This design comes from an exercise in tuning for small area on the open sky130 flow, not from production work. Where RTL was checked, it was by simulation tests only, not by an equivalence proof against the original. The RTL of run 5 was laid out without a check of its function. Power figures rest on the tool's default switching activity, not on a simulated workload. The clock port is modelled as an ideal driver; clocking choices that lean on that would not hold on a real chip.

## flow/design.v

```verilog
`default_nettype none
package stream_buffer_pkg;
	localparam int SAMPLE_W = 16;
	localparam int WORD_W   = 2 * SAMPLE_W;
	localparam int FILL_W   = 32;
	localparam int STORE_DEPTH = 16;
	localparam int QUEUE_DEPTH = 4;
	localparam int CHAIN_DEPTH = STORE_DEPTH + QUEUE_DEPTH;
	localparam int TOTAL_W     = $clog2(CHAIN_DEPTH + 1);
	localparam int QCNT_W      = $clog2(QUEUE_DEPTH + 1);
	typedef logic [SAMPLE_W-1:0] sample_t;
	typedef logic [WORD_W-1:0]   word_t;
	typedef logic [FILL_W-1:0]   fill_t;
endpackage
`default_nettype wire
`default_nettype none
module word_packer (
	input  wire logic                       ti_clk,
	input  wire logic                       rst_n,
	input  wire logic                       write,
	input  wire stream_buffer_pkg::sample_t data_in,
	output stream_buffer_pkg::word_t        pk_data,
	output logic                            pair_done,
	output logic                            pk_valid,
	output logic                            pending
);
	stream_buffer_pkg::sample_t hold_q;
	assign pair_done = write & pending;
	always_ff @(posedge ti_clk or negedge rst_n) begin
		if (!rst_n) begin
			pending  <= 1'b0;
			pk_valid <= 1'b0;
		end else begin
			pk_valid <= pair_done;
			if (write) begin
				pending <= ~pending;
			end
		end
	end
	always_ff @(posedge ti_clk) begin
		if (write && !pending) begin
			hold_q <= data_in;
		end
	end
	assign pk_data = {hold_q, data_in};
endmodule
`default_nettype wire
`default_nettype none
module bulk_store (
	input  wire logic                                  ti_clk,
	input  wire stream_buffer_pkg::word_t              pk_data,
	input  wire logic                                  shift_lo,
	input  wire logic                                  shift_hi,
	output stream_buffer_pkg::word_t [stream_buffer_pkg::CHAIN_DEPTH-1:0] chain
);
	localparam int SD = stream_buffer_pkg::STORE_DEPTH;
	localparam int CD = stream_buffer_pkg::CHAIN_DEPTH;
	always_ff @(posedge ti_clk) begin
		if (shift_lo) begin
			chain[0] <= pk_data;
			for (int i = 1; i < SD; i++) begin
				chain[i] <= chain[i-1];
			end
		end
		if (shift_hi) begin
			for (int i = SD; i < CD; i++) begin
				chain[i] <= chain[i-1];
			end
		end
	end
endmodule
`default_nettype wire
`default_nettype none
module out_queue (
	input  wire logic                                  ti_clk,
	input  wire logic                                  rst_n,
	input  wire logic                                  push,
	input  wire logic                                  pair_done,
	input  wire logic                                  read,
	input  wire stream_buffer_pkg::word_t [stream_buffer_pkg::CHAIN_DEPTH-1:0] chain,
	output logic                                       shift_lo,
	output logic                                       shift_hi,
	output logic [stream_buffer_pkg::TOTAL_W-1:0]      total,
	output stream_buffer_pkg::word_t                   data_out
);
	localparam int CD     = stream_buffer_pkg::CHAIN_DEPTH;
	localparam int SD     = stream_buffer_pkg::STORE_DEPTH;
	localparam int QD     = stream_buffer_pkg::QUEUE_DEPTH;
	localparam int TW     = stream_buffer_pkg::TOTAL_W;
	localparam int QW     = stream_buffer_pkg::QCNT_W;
	logic [QW-1:0] qcount;
	logic          shown;
	logic          q_empty;
	logic          q_full;
	logic          q_last;
	logic          st_empty;
	logic          st_full;
	logic          xfer;
	logic          drop;
	logic          pop;
	logic          grow;
	logic          head_dn;
	logic          head_up;
	logic          head_down;
	logic [TW-1:0] total_next;
	logic [CD-1:0] head_q;
	logic [CD-1:0] sel;
	assign q_empty  = (qcount == '0);
	assign q_full   = (qcount == QW'(QD));
	assign q_last   = (qcount == QW'(1));
	assign st_empty = (total == TW'(qcount));
	assign st_full  = (total == TW'(qcount) + TW'(SD));
	assign xfer     = ~st_empty & ~q_full;
	assign drop     = push & st_full & ~xfer;
	assign pop      = read & ~q_empty;
	assign grow     = push & ~drop;
	assign total_next = total + TW'(grow) - TW'(pop);
	assign shift_lo = pair_done;
	assign shift_hi = pair_done & (total_next != TW'(CD));
	always_ff @(posedge ti_clk or negedge rst_n) begin
		if (!rst_n) begin
			total  <= '0;
			qcount <= '0;
			shown  <= 1'b0;
		end else begin
			total  <= total_next;
			qcount <= qcount + QW'(xfer) - QW'(pop);
			if (xfer) begin
				shown <= 1'b1;
			end
		end
	end
	assign head_dn   = q_empty ? xfer : (pop & ~(q_last & ~xfer));
	assign head_up   = shift_hi & ~head_dn;
	assign head_down = head_dn & ~shift_hi;
	always_ff @(posedge ti_clk or negedge rst_n) begin
		if (!rst_n) begin
			head_q <= CD'(1);
		end else if (head_up) begin
			head_q <= {head_q[CD-2:0], 1'b0};
		end else if (head_down) begin
			head_q <= {1'b0, head_q[CD-1:1]};
		end
	end
	assign sel = {head_q[CD-1:3], head_q[2:0] & {3{shown}}};
	always_comb begin
		data_out = '0;
		for (int i = 0; i < CD; i++) begin
			data_out = data_out | ({stream_buffer_pkg::WORD_W{sel[i]}} & chain[i]);
		end
	end
endmodule
`default_nettype wire
`default_nettype none
module fill_monitor (
	input  wire logic                                  ti_clk,
	input  wire logic                                  rst_n,
	input  wire logic                                  pending,
	input  wire logic [stream_buffer_pkg::TOTAL_W-1:0] total,
	output stream_buffer_pkg::fill_t                   fill_count
);
	logic [stream_buffer_pkg::TOTAL_W:0] fill_q;
	always_ff @(posedge ti_clk or negedge rst_n) begin
		if (!rst_n) begin
			fill_q <= '0;
		end else begin
			fill_q <= {total, pending};
		end
	end
	assign fill_count = stream_buffer_pkg::fill_t'(fill_q);
endmodule
`default_nettype wire
`default_nettype none
module stream_buffer (
	input  wire logic                            ti_clk,
	input  wire logic                            rst_n,
	input  wire logic                            write,
	input  wire stream_buffer_pkg::sample_t      data_in,
	input  wire logic                            read,
	output logic [stream_buffer_pkg::WORD_W-1:0] data_out,
	output stream_buffer_pkg::fill_t             fill_count
);
	stream_buffer_pkg::word_t                                   pk_data;
	logic                                                       pk_valid;
	logic                                                       pair_done;
	logic                                                       pending;
	logic                                                       shift_lo;
	logic                                                       shift_hi;
	logic [stream_buffer_pkg::TOTAL_W-1:0]                      total;
	stream_buffer_pkg::word_t [stream_buffer_pkg::CHAIN_DEPTH-1:0] chain;
	word_packer u_packer (
		.ti_clk(ti_clk), .rst_n(rst_n), .write(write), .data_in(data_in),
		.pk_data(pk_data), .pair_done(pair_done), .pk_valid(pk_valid), .pending(pending)
	);
	bulk_store u_store (
		.ti_clk(ti_clk), .pk_data(pk_data), .shift_lo(shift_lo),
		.shift_hi(shift_hi), .chain(chain)
	);
	out_queue u_queue (
		.ti_clk(ti_clk), .rst_n(rst_n), .push(pk_valid), .pair_done(pair_done), .read(read),
		.chain(chain), .shift_lo(shift_lo), .shift_hi(shift_hi),
		.total(total), .data_out(data_out)
	);
	fill_monitor u_fill (
		.ti_clk(ti_clk), .rst_n(rst_n), .pending(pending), .total(total),
		.fill_count(fill_count)
	);
endmodule
`default_nettype wire
```

## flow/flow/run.sh

```bash
#!/bin/bash
# The standard layout (standard.sh: the ORFS flow, standard synthesis) with
# three settings changed:
#  - ports are buffered with sky130_fd_sc_hd__buf_1 instead of the default cell
#  - clock tree sinks are clustered into groups of up to 30 within 100 um
#  - clock tree synthesis inserts no dummy loads
# Full make output goes to flow_make.log; ORFS's per-step logs are under orfs/logs.
set -euo pipefail
cd "$(dirname "${BASH_SOURCE[0]}")/.."
bash standard.sh \
  "BUFFER_PORTS_ARGS=-buffer_cell sky130_fd_sc_hd__buf_1" \
  "CTS_ARGS=-sink_clustering_enable -repair_clock_nets -sink_clustering_size 30 -sink_clustering_max_diameter 100 -dont_use_dummy_load" \
  PLACE_DENSITY=0.85 \
  finish > flow_make.log 2>&1
```

## flow/standard.sh

```bash
#!/bin/bash
# synth_recipe.tcl (not shown) runs the flow's synth.tcl, then flattens the netlist and writes it again
# the make line also repeats each setting of config.mk as NAME=value (left out here)
make -C /OpenROAD-flow-scripts/flow DESIGN_CONFIG=/design/flow/config.mk WORK_HOME=/design/flow/orfs CLKGATE_MAP_FILE= SYNTH_SCRIPT=/design/flow/synth_recipe.tcl "${@:-finish}"
```

## flow/config.mk

```make
export PLATFORM = sky130hd
export DESIGN_NAME = stream_buffer
export DESIGN_NICKNAME = stream_buffer
export VERILOG_FILES = /design/flow/design.v
export SDC_FILE = /design/flow/constraint.sdc
export NUM_CORES = 4
export LEC_CHECK = 0
export CAP_MARGIN = 20
export CORE_MARGIN = 2
export CORE_UTILIZATION = 40
export SLEW_MARGIN = 20
```

## flow/constraint.sdc

```tcl
create_clock -name core_clock -period 4.0 [get_ports {ti_clk}]
set_input_delay 0.8000 -clock core_clock [delete_from_list [all_inputs] [get_ports {ti_clk}]]
set_output_delay 0.8000 -clock core_clock [all_outputs]
set_load 0.01 [all_outputs]
```

==> results of run 1 <==
[metrics by stage]
| step | util, % | power (mW) |
|---|---|---|
| after floorplan | - | 12.4 |
| after global placement | 42.1 | 12.6 |
| after detailed placement | 42.1 | 12.9 |
| after CTS | 43.2 | 16.0 |
| after global routing | 43.2 | 16.5 |
| final | 43.2 | 16.0 |
[state kept, by name, indices dropped and copies added (netlist names)]
name,cells
u_queue.qcount,3
u_queue.head_q,20
u_queue.shown,1
u_packer.hold_q,16
u_fill.fill_q,6
u_packer.pending,1
u_queue.total,5
u_store.chain,640
u_packer.pk_valid,1
[layout make-up]
cell class | count | area (µm²) | area share, %
multi-input combinational | 481 | 3890 | 14.3
inverter | 14 | 56.3 | 0.208
timing repair buffer | 111 | 808 | 2.98
tap | 846 | 1060 | 3.90
clock buffer | 27 | 676 | 2.49
sequential | 693 | 20600 | 76.1
[path summary, 6_finish.rpt]
check	startpoint	to	cells after the start
setup / recovery	u_queue.head_q[3]$_DFFE_PN0P_	data_out[3]	6
hold / removal	rst_n	u_fill.fill_q[4]$_DFF_PN0_	1
setup reg to reg	u_queue.qcount[1]$_DFF_PN0_	u_queue.head_q[12]$_DFFE_PN0P_	15
hold reg to reg	u_queue.total[3]$_DFF_PN0_	u_fill.fill_q[4]$_DFF_PN0_	0
max in group asynchronous	rst_n	u_queue.total[4]$_DFF_PN0_	1
min in group core_clock	u_queue.total[3]$_DFF_PN0_	u_fill.fill_q[4]$_DFF_PN0_	0
[power breakdown]
part	leakage, nW	internal, mW	switching (mW)
registers	6.63	10.3	0.923
logic	1.44	0.361	1.20
clock network	0.333	1.21	1.98
[cell usage after synthesis (all sizes together) (2+ instances only)]
cell type and count:
and4 32, edfxtp 656, nand2 22, nand2b 2, a21oi 2, mux2i 18, ha 8, o21ai 21
a221oi 64, xnor2 7, clkbuf 13, nor2 4, a22o 64, a222oi 64, fa 2, a22oi 96
dfrtp 36, inv 14, nor2b 2, buf 100, xor2 3, and2 3, nand4 33
[cell families (layout without fill, tap and decap cells)]
| group | Yosys count | in the layout |
|---|---|---|
| flip-flops | 693 | 693 |
| adder cells (fa/ha/maj) | 10 | 10 |
| AND/OR/NAND/NOR | 102 | 102 |
| other | 1 | 26 |
| XOR/XNOR | 10 | 10 |
| multiplexers | 18 | 18 |
| AO/OA/AOI/OAI | 315 | 315 |
| buffers and inverters | 127 | 152 |
[metal layers]
metal,global-route usage [%],part of all wire (%)
met1,24.1,37
met3,3.63,13
met2,27.6,47
met4,5.48,3.5
met5,0,0
==> run_results.csv, run 1 <==
group,metric,value,unit
sta,hold_ws,0.317,ns
floorplanning,dieHeight,255,µm
yosys,avgSynthCellArea,19.8,µm²
critical_path,max_stage_delay,0.80,ns
clock_network,postCtsResizedCells,0,
floorplanning,io_pins,84,
critical_path,required,3.20,ns
finish,final_cell_mix,"edfxtp_1, a22oi_1, a22o_1, a222oi_1, buf_1",
yosys,synth_top_family_by_area,"compound AO/OA/AOI/OAI gates",
clock_network,cts_buffers,27,
clock_network,cts.path.max_buffers,3,
place,preCtsSetupSlack,0.201,ns
critical_path,crit_type,"reg2out",
yosys,synth_xor_area_share,0.347,%
floorplanning,die_width,255,µm
route,dr.pass1.iters,8,
sta,hold_viol,0,
grt,grt_max_degree,164,
critical_path,endpoint_kind,"output port",
clock_network,clkTransAtPathRegs,0.11,ns
floorplanning,num_rows,92,
route,drc_errors,0,
place,placed_cell_area,0.0264,mm²
critical_path,critPathSlowestCell,"dfrtp_1",
route,routedWlPerCell,26.3,µm
finish,stdcell_area,0.0271,mm²
yosys,synth_seq_cells,693,
place,dp_cells,2145,
place,routabilityCongestion,0.852,
yosys,yosysSeqAreaShare,81.8,%
clock_network,clock-sinks,693,
floorplanning,start_util,40.2,%
critical_path,start_kind,"register",
sta,fin_skew,0.0856,ns
sta,finalSetupViolCount,0,
outcome,status,"complete, no violations",
sta,relSlewSlack,17.8,%
sta,post-route-period-util,93.2,%
yosys,synth_area_leaders,"edfxtp_1, dfrtp_1, a22oi_1",
finish,final_nets,1358,
sta,period_minus_slack,3.73,ns
clock_network,root_buffer,"clkbuf_16",
sta,setup_ws,0.270,ns
yosys,postSynthCellCount,1276,
run,maxCapViolCount,0,
sta,rsz0062_at_grt,"false",
clock_network,ctsHtreeMaxLevel,1,
power_and_ir_drop,ir_drop,0.556,mV
route,drt-initial-drc-count,2458,
critical_path,cp_max_fo,13,
yosys,synthFlopType,"edfxtp_1",
yosys,yosysTopAreaCell,"edfxtp_1",
route,detail-route-antenna-nets,0,
finish,area.growth.synth_to_final,7.55,%
place,portBuffers,57,
clock_network,post_cts_buffers,0,
route,wirelength,57200,µm
yosys,muxShareOfSynthArea,0.715,%
yosys,async_reset_ff_share,5.34,%
sta,fin_setup_tns,0,ns
sta,slew_violations,0,
critical_path,worst-path-buf-inv,2,
sta,fmax,268,MHz
finish,diodes,0,
yosys,syn_area,0.0252,mm²
yosys,synth-compound-area-share,10.7,%
floorplanning,die-area,0.0651,mm²
grt,antenna_found_initial,0,
clock_network,cts_tree,"built",
critical_path,path_delay_family,"flip-flops",
clock_network,cts_hold_buf,0,
critical_path,path_cells,"buf_4, a22o_1, a221oi_1, and4_1, nand4_1, buf_1",
floorplanning,core-area,0.0627,mm²
clock_network,clk_latency,0.62,ns
route,vias,13316,
grt,grt_pass1_vias,13312,
yosys,yosysTopAreaCellShare,78.1,%
finish,fin_cells,2172,
yosys,yosys_warnings,4,
route,avgViaCountPerCell,6.13,
finish,final_common_cell,"edfxtp_1",
worst_hold_path,min_path_type,"in2async",
grt,grt.total_usage,17.3,%
power_and_ir_drop,powerDensity,588,mW/mm²
yosys,synth_edf_count,656,
finish,fillCellCount,5183,
finish,drive_gt1_share,7.54,%
grt,grt_pass1_wl,85000,µm
critical_path,r2r_setup_slack,0.40,ns
critical_path,cp.arrival,2.93,ns
grt,overflow,0,
power_and_ir_drop,leakage,8.40,nW
yosys,synth_cell_type_count,38,
yosys,synthAdderAreaFrac,0.556,%
place,dp_hpwl,34500,µm
sta,worstMarginPinSlew,1.23,ns
yosys,yosys.area_share.simple,2.59,%
==> run 2: changes to the inputs <==
--- a/flow/flow/run.sh
+++ b/flow/flow/run.sh
@@ -12,3 +12,3 @@
   "CTS_ARGS=-sink_clustering_enable -repair_clock_nets -sink_clustering_size 30 -sink_clustering_max_diameter 100 -dont_use_dummy_load" \
-  PLACE_DENSITY=0.85 \
+  SKIP_REPAIR_TIE_FANOUT=1 \
   finish > flow_make.log 2>&1
==> run 2 against run 1 <==
Effect of this change: still clean on timing, DRC and antenna; global-route usage increased by 0.23 points; combinational power about the same; cell count decreased by 1.8%; worst hold slack worse by 0.0030 ns; register-to-register slack improved by 0.03 ns; via count decreased by 5.0%; largest power group unchanged.
==> run_results.csv, run 2 <==
group,metric,value,unit
finish,fillCellCount,5399,
floorplanning,start_util,40.2,%
power_and_ir_drop,netSwitchingFraction,25.6,%
sta,fmax,280,MHz
critical_path,endpoint_kind,"register",
grt,grt_pass1_wl,85100,µm
place,routabilityCongestion,0.797,
finish,area.growth.synth_to_final,7.07,%
route,wirelength,57200,µm
sta,fin_skew,0.0605,ns
floorplanning,num_rows,92,
grt,antenna_found_initial,2,
yosys,synth_area_leaders,"edfxtp_1, dfrtp_1, a22oi_1",
yosys,synthFlopType,"edfxtp_1",
floorplanning,dieHeight,255,µm
critical_path,cp_max_fo,20,
sta,hold_ws,0.314,ns
critical_path,reg2reg_from,"u_queue.qcount[1]$_DFF_PN0_",
yosys,muxShareOfSynthArea,0.715,%
route,avgViaCountPerCell,5.93,
yosys,yosys.area_share.simple,2.59,%
yosys,yosysTopAreaCell,"edfxtp_1",
power_and_ir_drop,power.switching,4.08,mW
grt,grt_max_degree,96,
yosys,async_reset_ff_share,5.34,%
finish,largest_reg_flops,640,
critical_path,timing.rr.end,"u_queue.head_q[1]$_DFFE_PN0P_",
critical_path,critPathSlowestCell,"dfrtp_1",
power_and_ir_drop,p_int,11.8,mW
yosys,yosys-top-cells-count,"edfxtp_1, a22oi_1, a222oi_1, a22o_1, a221oi_1",
critical_path,startpoint,"u_queue.qcount[1]$_DFF_PN0_",
yosys,yosys.cell_count.top_type,"edfxtp_1",
place,portBuffers,57,
clock_network,post_cts_buffers,0,
power_and_ir_drop,leakage,8.22,nW
clock_network,clock-sinks,693,
clock_network,cts_hold_buf,0,
finish,final_cell_mix,"edfxtp_1, a22oi_1, a22o_1, a222oi_1, buf_1",
finish,seqCellArea,0.0206,mm²
route,routedWlPerCell,26.8,µm
critical_path,cpMostUsedCell,"ha_1",
floorplanning,die_width,255,µm
route,drc_errors,0,
yosys,syn_area,0.0252,mm²
finish,drive_gt1_share,8.08,%
yosys,yosysSeqAreaShare,81.8,%
place,dp_hpwl,32100,µm
finish,largest_register,"u_store.chain",
critical_path,worst-path-buf-inv,3,
clock_network,cts_buffers,27,
power_and_ir_drop,powerDensity,590,mW/mm²
clock_network,root_buffer,"clkbuf_16",
power_and_ir_drop,p_seq_share,69.8,%
clock_network,ctsHtreeMaxLevel,1,
critical_path,crit_type,"reg2reg",
yosys,synth_edf_count,656,
outcome,status,"complete, no violations",
finish,fin_cells,2133,
critical_path,r2r_setup_slack,0.43,ns
finish,multi_input_area,0.00380,mm²
yosys,yosysTopAreaCellShare,78.1,%
yosys,synth-compound-area-share,10.7,%
route,vias,12648,
sta,worstMarginPinSlew,0.946,ns
sta,post-route-period-util,89.2,%
floorplanning,io_pins,84,
critical_path,max_stage_delay,0.48,ns
sta,slew_violations,0,
route,drt-initial-drc-count,1700,
yosys,synth_top_family_by_area,"compound AO/OA/AOI/OAI gates",
route,dr.pass1.iters,7,
finish,diodes,0,
critical_path,path_cells,"nor3_1, nor2b_1, ha_1, inv_1, ha_1, inv_1, fa_1, nand2b_1, a21oi_1, xnor2_1, a41oi_4, ha_1, buf_4, mux2i_1, o21ai_0",
yosys,postSynthCellCount,1276,
power_and_ir_drop,ir_drop,0.397,mV
sta,rsz0062_at_grt,"false",
clock_network,clkTransAtPathRegs,0.12,ns
clock_network,clk_latency,0.61,ns
clock_network,cts_tree,"built",
finish,final_nets,1319,
grt,overflow,0,
floorplanning,die-area,0.0651,mm²
clock_network,postCtsResizedCells,0,
finish,final_common_cell,"edfxtp_1",
worst_hold_path,min_path_type,"in2async",
floorplanning,core-area,0.0627,mm²
critical_path,start_kind,"register",
grt,grt.total_usage,17.6,%
yosys,synth_seq_cells,693,
clock_network,cts.path.max_buffers,3,
sta,finalSetupViolCount,0,
finish,largestRegisters,"u_store.chain: 640 flops, u_queue.head_q: 20 flops, u_packer.hold_q: 16 flops",
critical_path,cp.arrival,4.02,ns
yosys,yosys_warnings,4,
grt,grt_pass1_vias,12960,
power_and_ir_drop,clock_power_share,20.4,%
run,maxCapViolCount,0,
critical_path,required,4.45,ns
sta,hold_viol,0,
place,dp_cells,2106,
power_and_ir_drop,combinationalPowerShare,9.8,%
yosys,avgSynthCellArea,19.8,µm²
sta,period_minus_slack,3.57,ns
yosys,synthAdderAreaFrac,0.556,%
sta,relSlewSlack,37.0,%
yosys,synth_cell_type_count,38,
yosys,synth_xor_area_share,0.347,%
critical_path,r2r_cells,15,
route,detail-route-antenna-nets,0,
critical_path,path_delay_family,"adder cells",
run 2: through the flow:
| step | util, % | instance area (µm²) | power (mW) | setup slack, ns | setup TNS, ns |
|---|---|---|---|---|---|
| 2_1_floorplan | - | 25200 | 12.4 | -4.97 | -2913.20 |
| 3_3_place_gp | 41.9 | 26300 | 12.7 | 0.333 | 0 |
| 3_5_place_dp | 41.9 | 26300 | 12.9 | 0.201 | 0 |
| 4_1_cts | 43.0 | 27000 | 16.0 | 0.411 | 0 |
| 5_1_grt | 43.0 | 27000 | 16.6 | 0.158 | 0 |
| 6_report | 43.0 | 27000 | 15.9 | 0.431 | 0 |
run 2: cell type report:
class / instances / share of cell area (%)
clock buffer: 27 / 2.50
inverter: 14 / 0.209
multi-input combinational: 456 / 14.1
sequential: 693 / 76.5
tap: 846 / 3.92
timing repair buffer: 97 / 2.80
run 2: metal layers:
metal  global-route usage [%]  share of wire, %
met1                     24.9                41
met2                     28.4                48
met3                     2.59               8.5
met4                     5.10               2.8
met5                        0             0.017
run 2: kinds of logic (layout without fill, tap and decap cells):
logic type	after synthesis	count (layout)
compound gates	315	315
xor+xnor	10	10
fa+ha+maj	10	10
buf+inv	127	138
flops	693	693
mux	18	18
other cells	1	1
simple gates	102	102
run 2: how the worst max path moves through the flow:
stage / to / slack (ns) / cells after the start
after global routing: u_queue.head_q[1]$_DFFE_PN0P_ / 0.16 / 15
after detailed placement: u_queue.head_q[1]$_DFFE_PN0P_ / 0.20 / 15
after global placement: u_queue.head_q[17]$_DFFE_PN0P_ / 0.33 / 15
after floorplan: u_store.chain[0]$_DFFE_PP_ / -4.97 / 2
final: u_queue.head_q[1]$_DFFE_PN0P_ / 0.43 / 15
after CTS: u_queue.head_q[1]$_DFFE_PN0P_ / 0.41 / 15
run 2: power by group through the flow:
stage / combinational [mW] / sequential [mW] / clock, mW
2_1_floorplan: 1.04 / 11.4 / 0
3_3_place_gp: 1.52 / 11.2 / 0
3_5_place_dp: 1.59 / 11.3 / 0
4_1_cts: 1.58 / 11.1 / 3.31
5_1_grt: 1.72 / 11.3 / 3.55
6_report: 1.56 / 11.1 / 3.25
==> run 3: changes to the inputs <==
--- a/flow/flow/run.sh
+++ b/flow/flow/run.sh
@@ -12,3 +12,3 @@
   "CTS_ARGS=-sink_clustering_enable -repair_clock_nets -sink_clustering_size 30 -sink_clustering_max_diameter 100 -dont_use_dummy_load" \
-  SKIP_REPAIR_TIE_FANOUT=1 \
+  GPL_KEEP_OVERFLOW=0 \
   finish > flow_make.log 2>&1
==> run 3 against run 2 <==
Effect of this change: utilization is 0.41 points higher; design area up 0.96%; still clean; setup slack got worse by 0.12 ns; register-to-register slack got worse by 0.12 ns; fmax down 3.4%; non-clock buffer count fell by 12; critical endpoint is now u_queue.head_q[10]$_DFFE_PN0P_.
==> run_results.csv, run 3 <==
group,metric,value,unit
outcome,status,"complete, no violations",
clock_network,post_cts_buffers,0,
yosys,yosys-top-cells-count,"edfxtp_1, a22oi_1, a222oi_1, a22o_1, a221oi_1",
finish,fin_cells,2146,
yosys,synth_cell_type_count,38,
power_and_ir_drop,p_seq_share,68.2,%
finish,largest_register,"u_store.chain",
route,wirelength,57200,µm
finish,fillCellCount,5368,
yosys,yosys.cell_count.top_type,"edfxtp_1",
place,dp_cells,2119,
sta,slew_violations,0,
power_and_ir_drop,p_int,12.1,mW
floorplanning,die_width,255,µm
yosys,synth_edf_count,656,
critical_path,r2r_cells,15,
grt,grt_pass1_vias,12675,
yosys,yosys_warnings,4,
yosys,postSynthCellCount,1276,
clock_network,clk_latency,0.62,ns
power_and_ir_drop,leakage,8.32,nW
yosys,yosysTopAreaCell,"edfxtp_1",
sta,period_minus_slack,3.69,ns
clock_network,ctsHtreeMaxLevel,1,
sta,fmax,271,MHz
critical_path,r2r_setup_slack,0.31,ns
yosys,synth_seq_cells,693,
finish,final_common_cell,"edfxtp_1",
critical_path,cp_max_fo,20,
place,routabilityCongestion,0.787,
sta,post-route-period-util,92.3,%
yosys,yosysSeqAreaShare,81.8,%
clock_network,clkTransAtPathRegs,0.11,ns
critical_path,start_kind,"register",
finish,stdcell_area,0.0273,mm²
floorplanning,dieHeight,255,µm
sta,worstMarginPinSlew,0.799,ns
sta,finalSetupViolCount,0,
power_and_ir_drop,netSwitchingFraction,25.6,%
power_and_ir_drop,powerDensity,597,mW/mm²
place,portBuffers,57,
grt,grt.total_usage,17.5,%
sta,hold_ws,0.0840,ns
place,preCtsSetupSlack,-0.608,ns
clock_network,cts_buffers,27,
route,drc_errors,0,
floorplanning,num_rows,92,
clock_network,cts_tree,"built",
power_and_ir_drop,power.switching,4.16,mW
place,dp_hpwl,29600,µm
clock_network,root_buffer,"clkbuf_16",
finish,largestRegisters,"u_store.chain: 640 flops, u_queue.head_q: 20 flops, u_packer.hold_q: 16 flops",
floorplanning,io_pins,84,
run,maxCapViolCount,0,
power_and_ir_drop,clock_power_share,20.1,%
finish,area.growth.synth_to_final,8.09,%
sta,setup_ws,0.307,ns
yosys,yosysTopAreaCellShare,78.1,%
finish,largest_reg_flops,640,
worst_hold_path,min_path_type,"in2async",
finish,final_cell_mix,"edfxtp_1, a22oi_1, a22o_1, a222oi_1, buf_1",
yosys,syn_area,0.0252,mm²
critical_path,timing.rr.end,"u_queue.head_q[10]$_DFFE_PN0P_",
finish,fin_util,43.4,%
critical_path,endpoint_kind,"register",
grt,antenna_found_initial,0,
sta,fin_skew,0.0911,ns
sta,hold_viol,0,
finish,diodes,0,
place,placed_cell_area,0.0266,mm²
floorplanning,start_util,40.2,%
grt,overflow,0,
yosys,async_reset_ff_share,5.34,%
route,dr.pass1.iters,7,
grt,grt_pass1_wl,84600,µm
yosys,avgSynthCellArea,19.8,µm²
route,avgViaCountPerCell,5.95,
grt,grt_max_degree,41,
clock_network,cts.path.max_buffers,3,
route,drt-initial-drc-count,1746,
critical_path,cp.arrival,4.16,ns
finish,final_nets,1332,
sta,rsz0062_at_grt,"false",
floorplanning,die-area,0.0651,mm²
clock_network,cts_hold_buf,0,
route,detail-route-antenna-nets,0,
power_and_ir_drop,power,16.3,mW
route,vias,12766,
power_and_ir_drop,ir_drop,0.379,mV
critical_path,crit_type,"reg2reg",
floorplanning,core-area,0.0627,mm²
yosys,synth_area_leaders,"edfxtp_1, dfrtp_1, a22oi_1",
critical_path,required,4.47,ns
clock_network,clock-sinks,693,
sta,fin_setup_tns,0,ns
yosys,synthFlopType,"edfxtp_1",
route,routedWlPerCell,26.7,µm
sta,relSlewSlack,46.7,%
power_and_ir_drop,combinationalPowerShare,11.8,%
critical_path,reg2reg_from,"u_queue.qcount[0]$_DFF_PN0_",
finish,drive_gt1_share,7.15,%
run 3: critical path: stages (launching register included):
cell and delay (ns):
dfrtp_1 0.43, nor3_1 0.27, nor2b_1 0.11, ha_1 0.28, inv_1 0.05, ha_1 0.15, inv_1 0.06, fa_1 0.42
nand2b_1 0.16, a21oi_1 0.15, xnor2_1 0.13, a41oi_4 0.41, buf_16 0.22, ha_4 0.37, mux2i_1 0.23, o21ai_0 0.11
run 3: final cells by class:
cell class	instances	area (µm²)	share of cell area [%]
Tap cell	846	1060	3.88
Multi-Input combinational cell	481	3910	14.4
Timing Repair Buffer	85	861	3.16
Clock buffer	27	676	2.48
Sequential cell	693	20700	75.9
Inverter	14	56.3	0.207
run 3: kinds of logic after synthesis:
group                    count (synthesis)  share of synthesized area [%]
AO/OA/AOI/OAI                          315                           10.7
XOR/XNOR                                10                          0.347
adder cells (fa/ha/maj)                 10                          0.556
buffers and inverters                  127                           3.29
flip-flops                             693                           81.8
multiplexers                            18                          0.715
other                                    1                         0.0149
AND/OR/NAND/NOR                        102                           2.59
run 3: repair_timing:
| item | in CTS | in global routing |
|---|---|---|
| endpoints found under the setup margin | 20 | 20 |
| gates resized for setup | 1 | 1 |
| gates cloned | 0 | 0 |
run 3: worst max-delay path by stage:
| stage | start | end |
|---|---|---|
| 2_1_floorplan | write | u_store.chain[0]$_DFFE_PP_ |
| 3_3_place_gp | write | u_store.chain[185]$_DFFE_PP_ |
| 3_5_place_dp | read | u_queue.head_q[10]$_DFFE_PN0P_ |
| 4_1_cts | u_queue.qcount[0]$_DFF_PN0_ | u_queue.head_q[10]$_DFFE_PN0P_ |
| 5_1_grt | u_queue.qcount[0]$_DFF_PN0_ | u_queue.head_q[11]$_DFFE_PN0P_ |
| 6_report | u_queue.qcount[0]$_DFF_PN0_ | u_queue.head_q[10]$_DFFE_PN0P_ |
run 3: power groups by stage:
stage          clock (mW)  combinational [mW]  sequential, mW
2_1_floorplan           0                1.04            11.4
5_1_grt              3.56                2.09            11.3
3_5_place_dp            0                1.93            11.2
3_3_place_gp            0                1.22            11.2
4_1_cts              3.35                1.92            11.1
6_report             3.27                1.91            11.1
run 3: metal layers:
metal | wire length (µm) | track usage, %
met3 | 5040 | 2.63
met1 | 24300 | 25.8
met5 | 0 | 0
met4 | 891 | 3.09
met2 | 27000 | 27.9
==> run 4: changes to the inputs <==
--- a/flow/flow/run.sh
+++ b/flow/flow/run.sh
@@ -12,3 +12,2 @@
   "CTS_ARGS=-sink_clustering_enable -repair_clock_nets -sink_clustering_size 30 -sink_clustering_max_diameter 100 -dont_use_dummy_load" \
-  GPL_KEEP_OVERFLOW=0 \
   finish > flow_make.log 2>&1
==> run 4 against run 3 <==
Effect of this change: still clean; clock skew decreased by 0.037 ns; global-route usage increased by 0.56 points; area after synthesis unchanged; clock-buffer cell count unchanged; clock power about the same; sequential share of layout area increased by 0.48 points; cell count increased by 0.61%; utilization decreased by 0.36 points; design area decreased by 0.82%.
==> run_results.csv, run 4 <==
group,metric,value,unit
critical_path,cpMostUsedCell,"ha_1",
clock_network,cts_buffers,27,
power_and_ir_drop,netSwitchingFraction,25.7,%
floorplanning,io_pins,84,
critical_path,crit_type,"reg2reg",
grt,grtUsageMet1,26.3,%
finish,drive_gt1_share,8.00,%
floorplanning,die-area,0.0651,mm²
yosys,yosysTopAreaCellShare,78.1,%
sta,relSlewSlack,19.8,%
finish,diodes,0,
yosys,syn_area,0.0252,mm²
floorplanning,num_rows,92,
run,maxCapViolCount,0,
yosys,synth_cell_type_count,38,
yosys,yosys.cell_count.top_type,"edfxtp_1",
grt,use_met3,2.25,%
critical_path,max_stage_delay,0.48,ns
place,dp_hpwl,32500,µm
clock_network,clkTransAtPathRegs,0.11,ns
floorplanning,core-area,0.0627,mm²
yosys,yosysTopAreaCell,"edfxtp_1",
clock_network,cts_tree,"built",
grt,grt_pass1_vias,12912,
yosys,avgSynthCellArea,19.8,µm²
grt,grt_use_met2,29.5,%
yosys,async_reset_ff_share,5.34,%
route,vias,12853,
power_and_ir_drop,combinationalPowerShare,9.7,%
finish,fin_util,43.1,%
place,portBuffers,57,
clock_network,cts.path.max_buffers,3,
worst_hold_path,min_path_type,"in2async",
finish,area.growth.synth_to_final,7.21,%
power_and_ir_drop,p_int,11.8,mW
sta,finalSetupViolCount,0,
finish,largestRegisters,"u_store.chain: 640 flops, u_queue.head_q: 20 flops, u_packer.hold_q: 16 flops",
clock_network,clk_latency,0.59,ns
power_and_ir_drop,power,15.9,mW
yosys,synth_area_leaders,"edfxtp_1, dfrtp_1, a22oi_1",
power_and_ir_drop,clock_power_share,20.4,%
grt,overflow,0,
yosys,yosys-top-cells-count,"edfxtp_1, a22oi_1, a222oi_1, a22o_1, a221oi_1",
critical_path,start_kind,"register",
finish,stdcell_area,0.0270,mm²
grt,grt_max_degree,175,
critical_path,path_cells,"nor3_1, nor2b_1, ha_1, inv_1, ha_1, inv_1, fa_1, nand2b_1, a21oi_1, xnor2_1, a41oi_4, ha_1, buf_4, mux2i_1, o21ai_0",
power_and_ir_drop,leakage,8.29,nW
clock_network,ctsHtreeMaxLevel,1,
finish,fin_cells,2159,
place,dp_cells,2132,
critical_path,path_delay_family,"adder cells",
critical_path,critPathSlowestCell,"dfrtp_1",
place,placed_cell_area,0.0264,mm²
yosys,synth_edf_count,656,
route,avgViaCountPerCell,5.95,
sta,hold_viol,0,
sta,setup_ws,0.473,ns
sta,rsz0062_at_grt,"false",
floorplanning,dieHeight,255,µm
sta,fin_skew,0.0538,ns
yosys,postSynthCellCount,1276,
sta,slew_violations,0,
critical_path,cp.arrival,3.99,ns
grt,antenna_found_initial,0,
grt,grt.total_usage,18.0,%
clock_network,postCtsResizedCells,0,
clock_network,root_buffer,"clkbuf_16",
sta,worstMarginPinSlew,1.20,ns
power_and_ir_drop,powerDensity,589,mW/mm²
sta,hold_ws,0.329,ns
floorplanning,start_util,40.2,%
finish,final_common_cell,"edfxtp_1",
power_and_ir_drop,ir_drop,0.511,mV
place,preCtsSetupSlack,0.215,ns
clock_network,clock-sinks,693,
grt,gr-max-usage-layer,"met2",
finish,largest_register,"u_store.chain",
yosys,synth_seq_cells,693,
route,drc_errors,0,
yosys,yosysSeqAreaShare,81.8,%
sta,post-route-period-util,88.2,%
clock_network,cts_hold_buf,0,
critical_path,endpoint_kind,"register",
sta,fin_setup_tns,0,ns
clock_network,post_cts_buffers,0,
route,wirelength,58700,µm
critical_path,required,4.46,ns
finish,largest_reg_flops,640,
route,routedWlPerCell,27.2,µm
power_and_ir_drop,power.switching,4.10,mW
route,drt-initial-drc-count,1984,
place,routabilityCongestion,0.783,
finish,fillCellCount,5410,
route,dr.pass1.iters,6,
route,detail-route-antenna-nets,0,
sta,fmax,284,MHz
critical_path,cp_max_fo,20,
critical_path,worst-path-buf-inv,3,
grt,grt_pass1_wl,86900,µm
power_and_ir_drop,p_seq_share,69.9,%
floorplanning,die_width,255,µm
yosys,synthFlopType,"edfxtp_1",
sta,period_minus_slack,3.53,ns
yosys,yosys_warnings,4,
finish,final_cell_mix,"edfxtp_1, a22oi_1, a22o_1, a222oi_1, buf_1",
finish,final_nets,1345,
outcome,status,"complete, no violations",
run 4: cells by family after synthesis:
family,synth area share [%]
muxes,0.715
DFF,81.8
AOI/OAI and AO/OA,10.7
and+or+nand+nor,2.59
other,0.0149
buffers and inverters,3.29
xor gates and xnor gates,0.347
adders and majority gates,0.556
run 4: path summary, 6_finish.rpt:
path | start | endpoint | slack [ns] | depth (start not counted)
worst max-delay path | u_queue.qcount[1]$_DFF_PN0_ | u_queue.head_q[1]$_DFFE_PN0P_ | 0.47 | 15
worst min-delay path | rst_n | u_queue.head_q[16]$_DFFE_PN0P_ | 0.33 | 1
worst max register to register | u_queue.qcount[1]$_DFF_PN0_ | u_queue.head_q[1]$_DFFE_PN0P_ | 0.47 | 15
worst min register to register | u_store.chain[32]$_DFFE_PP_ | u_store.chain[64]$_DFFE_PP_ | 0.41 | 0
max in group asynchronous | rst_n | u_queue.head_q[5]$_DFFE_PN0P_ | 3.02 | 1
min in group core_clock | data_in[12] | u_store.chain[12]$_DFFE_PP_ | 0.40 | 1
run 4: layer usage:
layer | up-vias | part of all wire [%]
li1 | 5400 | -
met3 | 66 | 7.4
met5 | - | 0
met4 | 0 | 1.7
met1 | 6794 | 43
met2 | 593 | 48
run 4: power by group through the flow:
| stage | clock network [mW] | registers [mW] | logic, mW |
|---|---|---|---|
| global route | 3.55 | 11.3 | 1.70 |
| CTS | 3.34 | 11.1 | 1.56 |
| floorplan | 0 | 11.4 | 1.04 |
| finish | 3.25 | 11.1 | 1.54 |
| global placement | 0 | 11.2 | 1.50 |
| detailed placement | 0 | 11.3 | 1.57 |
run 4: final cells by class:
class	count	area (µm²)	area share [%]
clock buffer	27	676	2.50
inverter	14	56.3	0.208
multi-input combinational	481	3890	14.4
sequential	693	20600	76.4
tap	846	1060	3.92
timing repair buffer	98	698	2.58
==> run 5: changes to the inputs <==
--- a/flow/design.v
+++ b/flow/design.v
@@ -137,3 +137,7 @@
 		if (!rst_n) begin
-			head_q <= CD'(1);
+			head_q <= '0;
+		end else if (!shown) begin
+			if (xfer) begin
+				head_q <= CD'(1) << (TW'(grow) + TW'(shift_hi));
+			end
 		end else if (head_up) begin
@@ -144,3 +148,3 @@
 	end
-	assign sel = {head_q[CD-1:3], head_q[2:0] & {3{shown}}};
+	assign sel = head_q;
 	always_comb begin
==> run 5 against run 4 <==
Effect of this change: still clean; critical path depth decreased by 1; utilization increased by 0.64 points; setup slack got worse by 0.25 ns; fmax down 6.5%; flip-flop and latch count unchanged; area after synthesis increased by 0.16%; power grew 29%; cell count up 2.7%; routed wire length increased by 2.5%; design area is 1.5% higher; sequential power is 12% higher; critical path type unchanged; critical endpoint is now u_store.chain[569]$_DFFE_PP_; highest routed layer unchanged.
==> run_results.csv, run 5 <==
group,metric,value,unit
outcome,status,"complete, no violations",
yosys,synth_edf_count,656,
finish,final_common_cell,"edfxtp_1",
route,vias,13191,
sta,slew_violations,0,
sta,hold_viol,0,
floorplanning,core-area,0.0627,mm²
place,routabilityCongestion,0.817,
critical_path,reg2reg_from,"u_queue.qcount[1]$_DFF_PN0_",
route,dr.pass1.iters,5,
route,drt-initial-drc-count,1696,
finish,fillCellCount,5394,
clock_network,clkTransAtPathRegs,0.11,ns
critical_path,r2r_cells,14,
critical_path,endpoint_kind,"register",
route,routedWlPerCell,27.1,µm
grt,grt_pass1_wl,87600,µm
grt,antenna_found_initial,0,
grt,overflow,0,
sta,post-route-period-util,94.3,%
clock_network,root_buffer,"clkbuf_16",
clock_network,cts_buffers,27,
power_and_ir_drop,ir_drop,0.525,mV
route,wirelength,60100,µm
yosys,yosys_warnings,4,
yosys,yosys.cell_count.top_type,"edfxtp_1",
grt,grt.total_usage,18.2,%
power_and_ir_drop,leakage,8.85,nW
sta,relSlewSlack,30.3,%
yosys,synth_cell_type_count,40,
yosys,syn_area,0.0253,mm²
clock_network,ctsHtreeMaxLevel,1,
yosys,yosysSeqAreaShare,81.7,%
power_and_ir_drop,p_seq_share,60.0,%
clock_network,clk_latency,0.61,ns
clock_network,clock-sinks,693,
yosys,synth_area_leaders,"edfxtp_1, a221oi_1, a22o_1",
place,dp_hpwl,34000,µm
yosys,yosys-top-cells-count,"edfxtp_1, a221oi_1, a22o_1",
floorplanning,dieHeight,255,µm
sta,hold_ws,0.313,ns
power_and_ir_drop,p_int,13.6,mW
floorplanning,num_rows,92,
critical_path,crit_type,"reg2reg",
floorplanning,start_util,40.2,%
floorplanning,die_width,255,µm
finish,final_nets,1406,
power_and_ir_drop,clock_power_share,15.9,%
grt,grt_max_degree,174,
critical_path,required,4.28,ns
critical_path,startpoint,"u_queue.qcount[1]$_DFF_PN0_",
worst_hold_path,min_path_type,"in2async",
yosys,synthFlopType,"edfxtp_1",
sta,fmax,265,MHz
power_and_ir_drop,powerDensity,751,mW/mm²
critical_path,cp.arrival,4.05,ns
finish,drive_gt1_share,8.68,%
floorplanning,io_pins,84,
yosys,yosysTopAreaCell,"edfxtp_1",
critical_path,endpoint,"u_store.chain[569]$_DFFE_PP_",
floorplanning,die-area,0.0652,mm²
clock_network,cts_tree,"built",
critical_path,r2r_setup_slack,0.23,ns
power_and_ir_drop,power.switching,7.02,mW
finish,largestRegisters,"u_store.chain: 640 flops, u_queue.head_q: 20 flops, u_packer.hold_q: 16 flops",
critical_path,timing.rr.end,"u_store.chain[569]$_DFFE_PP_",
clock_network,cts.path.max_buffers,3,
place,dp_cells,2184,
run,maxCapViolCount,0,
sta,fin_skew,0.0527,ns
yosys,avgSynthCellArea,19.1,µm²
place,portBuffers,57,
yosys,yosysTopAreaCellShare,78.0,%
finish,largest_reg_flops,640,
yosys,postSynthCellCount,1319,
route,drc_errors,0,
sta,finalSetupViolCount,0,
finish,fin_cells,2217,
power_and_ir_drop,combinationalPowerShare,24.2,%
finish,largest_register,"u_store.chain",
finish,area.growth.synth_to_final,8.63,%
finish,diodes,0,
sta,worstMarginPinSlew,1.05,ns
grt,grt_pass1_vias,13101,
finish,final_cell_mix,"edfxtp_1, a221oi_1, a22o_1, a22oi_1, buf_1",
critical_path,start_kind,"register",
sta,period_minus_slack,3.77,ns
power_and_ir_drop,netSwitchingFraction,34.1,%
critical_path,cp_max_fo,56,
yosys,synth_seq_cells,693,
route,detail-route-antenna-nets,0,
route,avgViaCountPerCell,5.95,
yosys,async_reset_ff_share,5.34,%
==> run 5: worst min-delay path by stage <==
stage	start	cells after the start	endpoint
floorplan	u_packer.hold_q[0]$_DFFE_PP_	0	u_store.chain[16]$_DFFE_PP_
global placement	u_packer.hold_q[6]$_DFFE_PP_	0	u_store.chain[22]$_DFFE_PP_
detailed placement	u_packer.hold_q[14]$_DFFE_PP_	0	u_store.chain[30]$_DFFE_PP_
CTS	rst_n	1	u_fill.fill_q[3]$_DFF_PN0_
global route	rst_n	1	u_fill.fill_q[3]$_DFF_PN0_
finish	rst_n	1	u_fill.fill_q[3]$_DFF_PN0_
==> run 5: cells by family (layout without fill, tap and decap cells) <==
kind of cell               count (synthesis)  count (layout)  synth area share, %
DFF                                      693             693                 81.7
AOI/OAI and AO/OA                        352             352                 11.7
buffers and inverters                    128             155                 2.46
and+or+nand+nor                          102             102                 2.33
muxes                                     19              19                0.758
adders and majority gates                 13              13                0.704
xor gates and xnor gates                  11              11                0.382
other                                      1              26               0.0149
==> run 5: worst max-delay path: stages, from the launching register on <==
cell,delay (ns)
dfrtp_1,0.42
buf_4,0.18
nor3_1,0.25
nor2b_1,0.12
ha_1,0.28
inv_1,0.04
ha_1,0.20
fa_1,0.44
a21o_1,0.19
a21oi_2,0.18
xnor2_2,0.13
a41oi_4,0.30
buf_6,0.19
buf_16,0.20
buf_12,0.34
==> run 5: through the flow <==
step / TNS, ns / total power, mW / setup WS [ns] / area, µm² / util [%]
final: 0 / 20.6 / 0.227 / 27400 / 43.7
after detailed placement: -0.00407 / 17.3 / -0.00299 / 26600 / 42.4
after CTS: 0 / 20.5 / 0.0409 / 27300 / 43.5
after floorplan: -2971.04 / 15.1 / -4.97 / 25400 / -
after global routing: -0.0161 / 21.5 / -0.0161 / 27400 / 43.7
after global placement: 0 / 17.2 / 0.147 / 26600 / 42.4
==> run 5: cell type report <==
cell class	count	area [µm²]	area share, %
clock buffer	27	676	2.46
inverter	16	63.8	0.233
multi-input combinational	523	4190	15.3
sequential	693	20600	75.3
tap	846	1060	3.86
timing repair buffer	112	796	2.90
==> run 5: per-layer routing <==
metal,vias to the layer above,global-route usage (%),wire length (µm)
li1,5556,-,-
met4,0,4.64,1560
met5,-,0,0
met1,6874,26.3,25400
met2,665,28.9,28000
met3,96,3.05,5170
==> run 5: timing repair <==
action | CTS | global route
resized for setup | 2 | 8
gates cloned | 0 | 1
hold buffers | 0 | 0
pin swaps | 0 | 3
setup buffers | 0 | 5
endpoints found under the setup margin | 14 | 100
==> run 5: power by group through the flow <==
| stage | registers [mW] | logic, mW | clock network (mW) |
|---|---|---|---|
| 6_report | 12.4 | 4.98 | 3.27 |
| 5_1_grt | 12.5 | 5.39 | 3.55 |
| 4_1_cts | 12.3 | 4.82 | 3.34 |
| 3_5_place_dp | 12.5 | 4.80 | 0 |
| 3_3_place_gp | 12.4 | 4.75 | 0 |
| 2_1_floorplan | 11.5 | 3.59 | 0 |
==> run 6: changes to the inputs <==
--- a/flow/design.v
+++ b/flow/design.v
@@ -137,7 +137,3 @@
 		if (!rst_n) begin
-			head_q <= '0;
-		end else if (!shown) begin
-			if (xfer) begin
-				head_q <= CD'(1) << (TW'(grow) + TW'(shift_hi));
-			end
+			head_q <= CD'(1);
 		end else if (head_up) begin
@@ -148,3 +144,3 @@
 	end
-	assign sel = head_q;
+	assign sel = {head_q[CD-1:3], head_q[2:0] & {3{shown}}};
 	always_comb begin
--- a/flow/flow/run.sh
+++ b/flow/flow/run.sh
@@ -11,3 +11,3 @@
   "BUFFER_PORTS_ARGS=-buffer_cell sky130_fd_sc_hd__buf_1" \
-  "CTS_ARGS=-sink_clustering_enable -repair_clock_nets -sink_clustering_size 30 -sink_clustering_max_diameter 100 -dont_use_dummy_load" \
+  "CTS_ARGS=-sink_clustering_enable -repair_clock_nets -sink_clustering_size 34 -sink_clustering_max_diameter 110 -dont_use_dummy_load" \
   finish > flow_make.log 2>&1
==> run 6 against run 5 <==
Effect of this change: flip-flop and latch count is the same; global-route usage down 0.24 points; synthesized cell count down 3.3%; critical path depth grew 1; largest power group unchanged.
==> run_results.csv, run 6 <==
group,metric,value,unit
critical_path,endpoint_kind,"register",
place,routabilityCongestion,0.783,
yosys,synth_area_leaders,"edfxtp_1, dfrtp_1, a22oi_1",
route,routedWlPerCell,27.2,µm
clock_network,ctsHtreeMaxLevel,1,
power_and_ir_drop,power.switching,4.09,mW
power_and_ir_drop,ir_drop,0.509,mV
yosys,yosysSeqAreaShare,81.8,%
route,drc_errors,0,
place,preCtsSetupSlack,0.215,ns
power_and_ir_drop,p_seq_share,70.5,%
finish,diodes,0,
route,vias,12768,
yosys,syn_area,0.0252,mm²
finish,fillCellCount,5412,
clock_network,cts_hold_buf,0,
yosys,yosysTopAreaCell,"edfxtp_1",
clock_network,cts.path.max_buffers,3,
place,portBuffers,57,
grt,antenna_found_initial,0,
grt,grtUsageMet1,26.4,%
floorplanning,io_pins,84,
yosys,postSynthCellCount,1276,
finish,final_common_cell,"edfxtp_1",
floorplanning,start_util,40.2,%
finish,area.growth.synth_to_final,6.91,%
floorplanning,core-area,0.0627,mm²
critical_path,crit_type,"reg2reg",
place,dp_hpwl,32500,µm
sta,period_minus_slack,3.54,ns
grt,grt_max_degree,175,
outcome,status,"complete, no violations",
finish,multi_input_area,0.00389,mm²
critical_path,cp.arrival,4.01,ns
clock_network,clk_latency,0.59,ns
yosys,yosys.cell_count.top_type,"edfxtp_1",
grt,grt.total_usage,18.0,%
clock_network,clkTransAtPathRegs,0.12,ns
grt,overflow,0,
sta,setup_ws,0.457,ns
route,drt-initial-drc-count,2049,
finish,largest_register,"u_store.chain",
grt,grt_pass1_wl,86600,µm
clock_network,post_cts_buffers,0,
sta,fin_skew,0.0458,ns
route,avgViaCountPerCell,5.92,
sta,rsz0062_at_grt,"false",
sta,fmax,282,MHz
critical_path,critPathSlowestCell,"dfrtp_1",
sta,hold_viol,0,
finish,drive_gt1_share,7.79,%
clock_network,clock-sinks,693,
power_and_ir_drop,combinationalPowerShare,9.8,%
yosys,yosys_warnings,4,
power_and_ir_drop,powerDensity,586,mW/mm²
grt,grt_pass1_vias,12882,
floorplanning,die-area,0.0651,mm²
grt,grt_use_met2,29.2,%
route,wirelength,58600,µm
clock_network,root_buffer,"clkbuf_16",
finish,fin_util,43.0,%
critical_path,startpoint,"u_queue.qcount[1]$_DFF_PN0_",
grt,use_met3,2.34,%
sta,post-route-period-util,88.6,%
finish,largestRegisters,"u_store.chain: 640 flops, u_queue.head_q: 20 flops, u_packer.hold_q: 16 flops",
grt,gr-max-usage-layer,"met2",
power_and_ir_drop,p_int,11.7,mW
yosys,async_reset_ff_share,5.34,%
yosys,synth_cell_type_count,38,
sta,slew_violations,0,
yosys,yosys-top-cells-count,"edfxtp_1, a22oi_1, a222oi_1, a22o_1, a221oi_1",
run,maxCapViolCount,0,
power_and_ir_drop,clock_power_share,19.7,%
floorplanning,die_width,255,µm
critical_path,start_kind,"register",
yosys,synth_seq_cells,693,
critical_path,path_cells,"nor3_1, nor2b_1, ha_1, inv_1, ha_1, inv_1, fa_1, nand2b_1, a21oi_1, xnor2_1, a41oi_4, ha_1, buf_4, mux2i_1, o21ai_0",
yosys,avgSynthCellArea,19.8,µm²
finish,final_cell_mix,"edfxtp_1, a22oi_1, a22o_1, a222oi_1, buf_1",
clock_network,postCtsResizedCells,0,
finish,largest_reg_flops,640,
critical_path,max_stage_delay,0.49,ns
floorplanning,num_rows,92,
sta,fin_setup_tns,0,ns
power_and_ir_drop,netSwitchingFraction,25.9,%
yosys,synthFlopType,"edfxtp_1",
sta,relSlewSlack,20.4,%
sta,worstMarginPinSlew,1.19,ns
power_and_ir_drop,leakage,8.26,nW
route,dr.pass1.iters,5,
finish,final_nets,1342,
sta,finalSetupViolCount,0,
critical_path,reg2reg_from,"u_queue.qcount[1]$_DFF_PN0_",
worst_hold_path,min_path_type,"in2async",
clock_network,cts_buffers,24,
finish,seqCellArea,0.0206,mm²
floorplanning,dieHeight,255,µm
clock_network,cts_tree,"built",
critical_path,cp_max_fo,20,
yosys,yosysTopAreaCellShare,78.1,%
yosys,synth_edf_count,656,
critical_path,cpMostUsedCell,"ha_1",
route,detail-route-antenna-nets,0,
critical_path,required,4.47,ns
==> run 6: area by class of cell <==
| cell class | instances | area share, % |
|---|---|---|
| Inverter | 14 | 0.209 |
| Sequential cell | 693 | 76.6 |
| Clock buffer | 24 | 2.23 |
| Tap cell | 846 | 3.93 |
| Multi-Input combinational cell | 481 | 14.4 |
| Timing Repair Buffer | 98 | 2.59 |
==> run 6: critical path, delay by kind of cell, from the launching register on <==
family | cells | cell delay, ns
AO/OA/AOI/OAI | 3 | 0.52
XOR/XNOR | 1 | 0.13
adder cells (fa/ha/maj) | 4 | 1.07
buffers and inverters | 3 | 0.44
flip-flops | 1 | 0.49
multiplexers | 1 | 0.24
AND/OR/NAND/NOR | 3 | 0.53
==> run 6: kinds of logic after synthesis <==
kind of cell / Yosys count / synth area share (%)
compound gates: 315 / 10.7
xor+xnor: 10 / 0.347
fa+ha+maj: 10 / 0.556
buf+inv: 127 / 3.29
flops: 693 / 81.8
mux: 18 / 0.715
other cells: 1 / 0.0149
simple gates: 102 / 2.59
==> run 6: worst paths after layout <==
path	end	slack (ns)	cells past startpoint
setup / recovery	u_queue.head_q[1]$_DFFE_PN0P_	0.46	15
hold / removal	u_fill.fill_q[0]$_DFF_PN0_	0.32	1
setup reg to reg	u_queue.head_q[1]$_DFFE_PN0P_	0.46	15
hold reg to reg	u_store.chain[578]$_DFFE_PP_	0.41	0
max in group asynchronous	u_queue.head_q[12]$_DFFE_PN0P_	3.03	1
min in group core_clock	u_store.chain[12]$_DFFE_PP_	0.40	1
==> run 6: power by group through the flow <==
stage / clock network (mW) / logic (mW) / registers (mW)
5_1_grt: 3.38 / 1.70 / 11.3
6_report: 3.12 / 1.55 / 11.1
3_5_place_dp: 0 / 1.57 / 11.3
4_1_cts: 3.18 / 1.56 / 11.1
3_3_place_gp: 0 / 1.50 / 11.2
2_1_floorplan: 0 / 1.04 / 11.4
==> run 6: routing by layer <==
| metal | share of wire, % | up-vias |
|---|---|---|
| met1 | 43 | 6798 |
| met4 | 1.7 | 0 |
| li1 | - | 5389 |
| met3 | 6.9 | 65 |
| met5 | 0 | - |
| met2 | 48 | 516 |
==> run 6: through the flow <==
step / hold WS (ns) / power, mW / area, µm² / std cells
after CTS: 0.325 / 15.9 / 27000 / 2156
final: 0.321 / 15.8 / 27000 / 2156
after global placement: 0.403 / 12.7 / 26400 / 2132
after detailed placement: 0.407 / 12.8 / 26400 / 2132
after floorplan: 0.392 / 12.4 / 25300 / 1301
after global routing: 0.365 / 16.4 / 27000 / 2156
==> run 7: changes to the inputs <==
--- a/flow/flow/run.sh
+++ b/flow/flow/run.sh
@@ -11,3 +11,3 @@
   "BUFFER_PORTS_ARGS=-buffer_cell sky130_fd_sc_hd__buf_1" \
-  "CTS_ARGS=-sink_clustering_enable -repair_clock_nets -sink_clustering_size 34 -sink_clustering_max_diameter 110 -dont_use_dummy_load" \
+  "CTS_ARGS=-sink_clustering_enable -repair_clock_nets -sink_clustering_size 32 -sink_clustering_max_diameter 100 -dont_use_dummy_load" \
   finish > flow_make.log 2>&1
==> run 7 against run 6 <==
Effect of this change: cell count barely moved; global-route usage barely moved; non-clock buffer count did not move; clock-buffer cell count rose by 1; still clean; power rose by 0.19%.
==> run_results.csv, run 7 <==
group,metric,value,unit
worst_hold_path,min_path_type,"in2async",
grt,overflow,0,
critical_path,start_kind,"register",
power_and_ir_drop,power.switching,4.07,mW
grt,grtUsageMet1,26.4,%
sta,period_minus_slack,3.55,ns
grt,grt_pass1_wl,86700,µm
sta,rsz0062_at_grt,"false",
yosys,yosysTopAreaCell,"edfxtp_1",
yosys,synth_xor_area_share,0.347,%
power_and_ir_drop,clock_power_share,19.9,%
finish,largest_reg_flops,640,
yosys,synthAdderAreaFrac,0.556,%
finish,final_common_cell,"edfxtp_1",
critical_path,required,4.45,ns
route,drt-initial-drc-count,1848,
finish,seqCellArea,0.0206,mm²
floorplanning,dieHeight,255,µm
yosys,postSynthCellCount,1276,
critical_path,crit_type,"reg2reg",
yosys,synth_seq_cells,693,
critical_path,max_stage_delay,0.49,ns
clock_network,postCtsResizedCells,0,
yosys,synth_area_leaders,"edfxtp_1, dfrtp_1, a22oi_1",
yosys,synth_edf_count,656,
sta,hold_ws,0.323,ns
finish,final_nets,1343,
yosys,yosys.cell_count.top_type,"edfxtp_1",
yosys,syn_area,0.0252,mm²
finish,fin_cells,2157,
finish,drive_gt1_share,7.86,%
grt,grt.total_usage,18.0,%
clock_network,cts_hold_buf,0,
place,dp_hpwl,32500,µm
finish,fin_util,43.0,%
route,wirelength,58600,µm
sta,fmax,282,MHz
clock_network,root_buffer,"clkbuf_16",
finish,stdcell_area,0.0270,mm²
route,drc_errors,0,
critical_path,path_delay_family,"adder cells",
finish,area.growth.synth_to_final,7.01,%
floorplanning,die-area,0.0651,mm²
power_and_ir_drop,power,15.8,mW
yosys,yosysTopAreaCellShare,78.1,%
sta,finalSetupViolCount,0,
sta,fin_setup_tns,0,ns
critical_path,endpoint_kind,"register",
critical_path,critPathSlowestCell,"dfrtp_1",
yosys,avgSynthCellArea,19.8,µm²
critical_path,path_cells,"nor3_1, nor2b_1, ha_1, inv_1, ha_1, inv_1, fa_1, nand2b_1, a21oi_1, xnor2_1, a41oi_4, ha_1, buf_4, mux2i_1, o21ai_0",
place,portBuffers,57,
yosys,synthFlopType,"edfxtp_1",
route,routedWlPerCell,27.2,µm
outcome,status,"complete, no violations",
critical_path,cpMostUsedCell,"ha_1",
sta,setup_ws,0.454,ns
grt,antenna_found_initial,0,
yosys,muxShareOfSynthArea,0.715,%
yosys,yosys-top-cells-count,"edfxtp_1, a22oi_1, a222oi_1, a22o_1, a221oi_1",
floorplanning,io_pins,84,
sta,hold_viol,0,
power_and_ir_drop,powerDensity,586,mW/mm²
place,routabilityCongestion,0.783,
floorplanning,die_width,255,µm
run,maxCapViolCount,0,
grt,use_met3,2.18,%
clock_network,clk_latency,0.59,ns
power_and_ir_drop,p_seq_share,70.3,%
clock_network,clock-sinks,693,
critical_path,worst-path-buf-inv,3,
place,dp_cells,2132,
route,vias,12779,
clock_network,cts_buffers,25,
yosys,synth_cell_type_count,38,
yosys,yosys.area_share.simple,2.59,%
grt,grt_max_degree,175,
power_and_ir_drop,combinationalPowerShare,9.7,%
route,detail-route-antenna-nets,0,
clock_network,clkTransAtPathRegs,0.12,ns
route,avgViaCountPerCell,5.92,
grt,grt_pass1_vias,12872,
grt,gr-max-usage-layer,"met2",
finish,diodes,0,
floorplanning,start_util,40.2,%
power_and_ir_drop,ir_drop,0.514,mV
yosys,async_reset_ff_share,5.34,%
sta,fin_skew,0.0224,ns
yosys,synth_top_family_by_area,"compound AO/OA/AOI/OAI gates",
power_and_ir_drop,leakage,8.27,nW
floorplanning,core-area,0.0627,mm²
finish,largest_register,"u_store.chain",
clock_network,ctsHtreeMaxLevel,1,
finish,multi_input_area,0.00389,mm²
yosys,yosys_warnings,4,
finish,final_cell_mix,"edfxtp_1, a22oi_1, a22o_1, a222oi_1, buf_1",
sta,relSlewSlack,21.6,%
power_and_ir_drop,netSwitchingFraction,25.8,%
sta,post-route-period-util,88.7,%
place,placed_cell_area,0.0264,mm²
sta,worstMarginPinSlew,1.18,ns
finish,largestRegisters,"u_store.chain: 640 flops, u_queue.head_q: 20 flops, u_packer.hold_q: 16 flops",
critical_path,cp_max_fo,20,
floorplanning,num_rows,92,
power_and_ir_drop,p_int,11.7,mW
grt,grt_use_met2,29.4,%
clock_network,post_cts_buffers,0,
place,preCtsSetupSlack,0.215,ns
finish,fillCellCount,5418,
yosys,synth-compound-area-share,10.7,%
clock_network,cts_tree,"built",
yosys,yosysSeqAreaShare,81.8,%
sta,slew_violations,0,
route,dr.pass1.iters,6,
critical_path,cp.arrival,4.00,ns
clock_network,cts.path.max_buffers,3,
[run 7: cell counts after synthesis]
Identical to the previous run, type by type.
[run 7: logic make-up after synthesis]
| family | count (synthesis) |
|---|---|
| buffers and inverters | 127 |
| AOI/OAI and AO/OA | 315 |
| xor gates and xnor gates | 10 |
| DFF | 693 |
| adders and majority gates | 10 |
| other | 1 |
| muxes | 18 |
| and+or+nand+nor | 102 |
[run 7: final timing paths]
check | endpoint | depth (start not counted) | slack [ns] | start
hold / removal | u_queue.qcount[1]$_DFF_PN0_ | 1 | 0.32 | rst_n
hold reg to reg | u_store.chain[16]$_DFFE_PP_ | 0 | 0.42 | u_packer.hold_q[0]$_DFFE_PP_
setup / recovery | u_queue.head_q[1]$_DFFE_PN0P_ | 15 | 0.45 | u_queue.qcount[1]$_DFF_PN0_
max in group asynchronous | u_queue.head_q[5]$_DFFE_PN0P_ | 1 | 3.02 | rst_n
min in group core_clock | u_packer.hold_q[11]$_DFFE_PP_ | 1 | 0.40 | data_in[11]
setup reg to reg | u_queue.head_q[1]$_DFFE_PN0P_ | 15 | 0.45 | u_queue.qcount[1]$_DFF_PN0_
[run 7: cell type report]
class                           instances  area share, %
Timing Repair Buffer                   98           2.59
Inverter                               14          0.209
Sequential cell                       693           76.5
Tap cell                              846           3.92
Multi-Input combinational cell        481           14.4
Clock buffer                           25           2.32
[run 7: routing by layer]
layer	routed length, µm	part of all wire [%]	vias to the layer above
met5	0	0	-
li1	-	-	5391
met1	24900	42	6726
met4	997	1.7	0
met3	4400	7.5	59
met2	28300	48	603
[run 7: power by group through the flow]
stage / combinational [mW] / clock (mW) / sequential (mW)
after floorplan: 1.04 / 0 / 11.4
after global placement: 1.50 / 0 / 11.2
after detailed placement: 1.57 / 0 / 11.3
after CTS: 1.56 / 3.23 / 11.1
after global routing: 1.70 / 3.45 / 11.3
final: 1.54 / 3.15 / 11.1
==> run 8: changes to the inputs <==
--- a/flow/flow/run.sh
+++ b/flow/flow/run.sh
@@ -11,3 +11,3 @@
   "BUFFER_PORTS_ARGS=-buffer_cell sky130_fd_sc_hd__buf_1" \
-  "CTS_ARGS=-sink_clustering_enable -repair_clock_nets -sink_clustering_size 32 -sink_clustering_max_diameter 100 -dont_use_dummy_load" \
+  "CTS_ARGS=-sink_clustering_enable -repair_clock_nets -sink_clustering_size 16 -sink_clustering_max_diameter 80 -buf_list sky130_fd_sc_hd__clkbuf_8 -root_buf sky130_fd_sc_hd__clkbuf_16 -dont_use_dummy_load" \
   finish > flow_make.log 2>&1
==> run 8 against run 7 <==
Effect of this change: still clean; global-route usage increased by 0.44 points; area after synthesis unchanged; clock power increased by 7.3%; worst hold slack improved by 0.030 ns; combinational power about the same.
==> run_results.csv, run 8 <==
group,metric,value,unit
yosys,async_reset_ff_share,5.34,%
route,drt-initial-drc-count,1669,
yosys,yosys.cell_count.top_type,"edfxtp_1",
power_and_ir_drop,ir_drop,0.508,mV
route,dr.pass1.iters,8,
finish,largestRegisters,"u_store.chain: 640 flops, u_queue.head_q: 20 flops, u_packer.hold_q: 16 flops",
critical_path,max_stage_delay,0.48,ns
critical_path,cp.arrival,3.99,ns
sta,hold_viol,0,
critical_path,worst-path-buf-inv,3,
critical_path,crit_type,"reg2reg",
floorplanning,num_rows,92,
grt,grtUsageMet1,26.4,%
finish,final_nets,1367,
place,routabilityCongestion,0.783,
route,routedWlPerCell,27.3,µm
outcome,status,"complete, no violations",
route,avgViaCountPerCell,5.91,
critical_path,endpoint_kind,"register",
finish,final_cell_mix,"edfxtp_1, a22oi_1, a22o_1, a222oi_1, buf_1",
route,vias,12884,
power_and_ir_drop,powerDensity,593,mW/mm²
sta,fin_skew,0.0390,ns
sta,worstMarginPinSlew,1.19,ns
yosys,yosys-top-cells-count,"edfxtp_1, a22oi_1, a222oi_1, a22o_1, a221oi_1",
critical_path,critPathSlowestCell,"dfrtp_1",
grt,antenna_found_initial,0,
critical_path,path_cells,"nor3_1, nor2b_1, ha_1, inv_1, ha_1, inv_1, fa_1, nand2b_1, a21oi_1, xnor2_1, a41oi_4, ha_1, buf_4, mux2i_1, o21ai_0",
clock_network,cts_tree,"built",
clock_network,ctsHtreeMaxLevel,2,
sta,rsz0062_at_grt,"false",
critical_path,timing.rr.end,"u_queue.head_q[1]$_DFFE_PN0P_",
critical_path,r2r_cells,15,
yosys,synth_area_leaders,"edfxtp_1, dfrtp_1, a22oi_1",
clock_network,root_buffer,"clkbuf_16",
grt,grt_max_degree,175,
grt,grt_use_met2,29.5,%
yosys,yosys_warnings,4,
finish,largest_register,"u_store.chain",
place,portBuffers,57,
critical_path,reg2reg_from,"u_queue.qcount[1]$_DFF_PN0_",
clock_network,clk_latency,0.58,ns
power_and_ir_drop,leakage,8.34,nW
sta,post-route-period-util,88.4,%
critical_path,path_delay_family,"adder cells",
yosys,synth_seq_cells,693,
grt,grt_pass1_wl,88100,µm
critical_path,cpMostUsedCell,"ha_1",
sta,relSlewSlack,20.9,%
run 8: how the worst max path moves through the flow:
stage	startpoint	to
after floorplan	write	u_store.chain[0]$_DFFE_PP_
after global placement	read	u_queue.head_q[11]$_DFFE_PN0P_
after detailed placement	read	u_queue.head_q[1]$_DFFE_PN0P_
after CTS	u_queue.qcount[1]$_DFF_PN0_	u_queue.head_q[1]$_DFFE_PN0P_
after global routing	u_queue.qcount[1]$_DFF_PN0_	u_queue.head_q[13]$_DFFE_PN0P_
final	u_queue.qcount[1]$_DFF_PN0_	u_queue.head_q[1]$_DFFE_PN0P_
run 8: worst register-to-register path: cells and delay by family, from the launching register on:
kind            cells  cell delay [ns]
flops               1             0.48
simple gates        3             0.53
mux                 1             0.25
xor+xnor            1             0.13
compound gates      3             0.51
buf+inv             3             0.44
fa+ha+maj           4             1.08
run 8: cell type report:
class	instances	area, µm²
tap	846	1060
sequential	693	20600
inverter	14	56.3
clock buffer	49	731
timing repair buffer	98	698
multi-input combinational	481	3890
fill	5414	35700
run 8: cells by family after synthesis:
| kind of cell | count (synthesis) | synth area share (%) |
|---|---|---|
| muxes | 18 | 0.715 |
| xor gates and xnor gates | 10 | 0.347 |
| and+or+nand+nor | 102 | 2.59 |
| adders and majority gates | 10 | 0.556 |
| DFF | 693 | 81.8 |
| AOI/OAI and AO/OA | 315 | 10.7 |
| buffers and inverters | 127 | 3.29 |
| other | 1 | 0.0149 |
run 8: where the power goes:
group	total [mW]	switching [mW]	internal (mW)
registers	11.1	0.860	10.3
logic	1.55	1.21	0.340
clock network	3.38	2.15	1.22
total	16.1	4.22	11.8
run 8: metrics by stage:
stage          std cells  setup TNS, ns  power [mW]  setup slack (ns)  area, µm²
2_1_floorplan       1301       -2913.20        12.4             -4.97      25300
3_3_place_gp        2132              0        12.7             0.354      26400
3_5_place_dp        2132              0        12.8             0.215      26400
4_1_cts             2181              0        16.2             0.458      27100
5_1_grt             2181              0        16.7             0.194      27100
6_report            2181              0        16.1             0.464      27100
run 8: layer usage:
metal | vias to the layer above | part of all wire [%]
met4 | 0 | 1.9
met1 | 6756 | 42
met3 | 85 | 8.7
met5 | - | 0
li1 | 5429 | -
met2 | 614 | 48

Check on run 8: ideal ports give 0.464 ns setup slack; a clkbuf_16 on the clock port and buf_2 on the inputs give 0.442 ns; moving port delays by the midpoint clock arrival (0.617 ns) as well gives 0.239 ns.
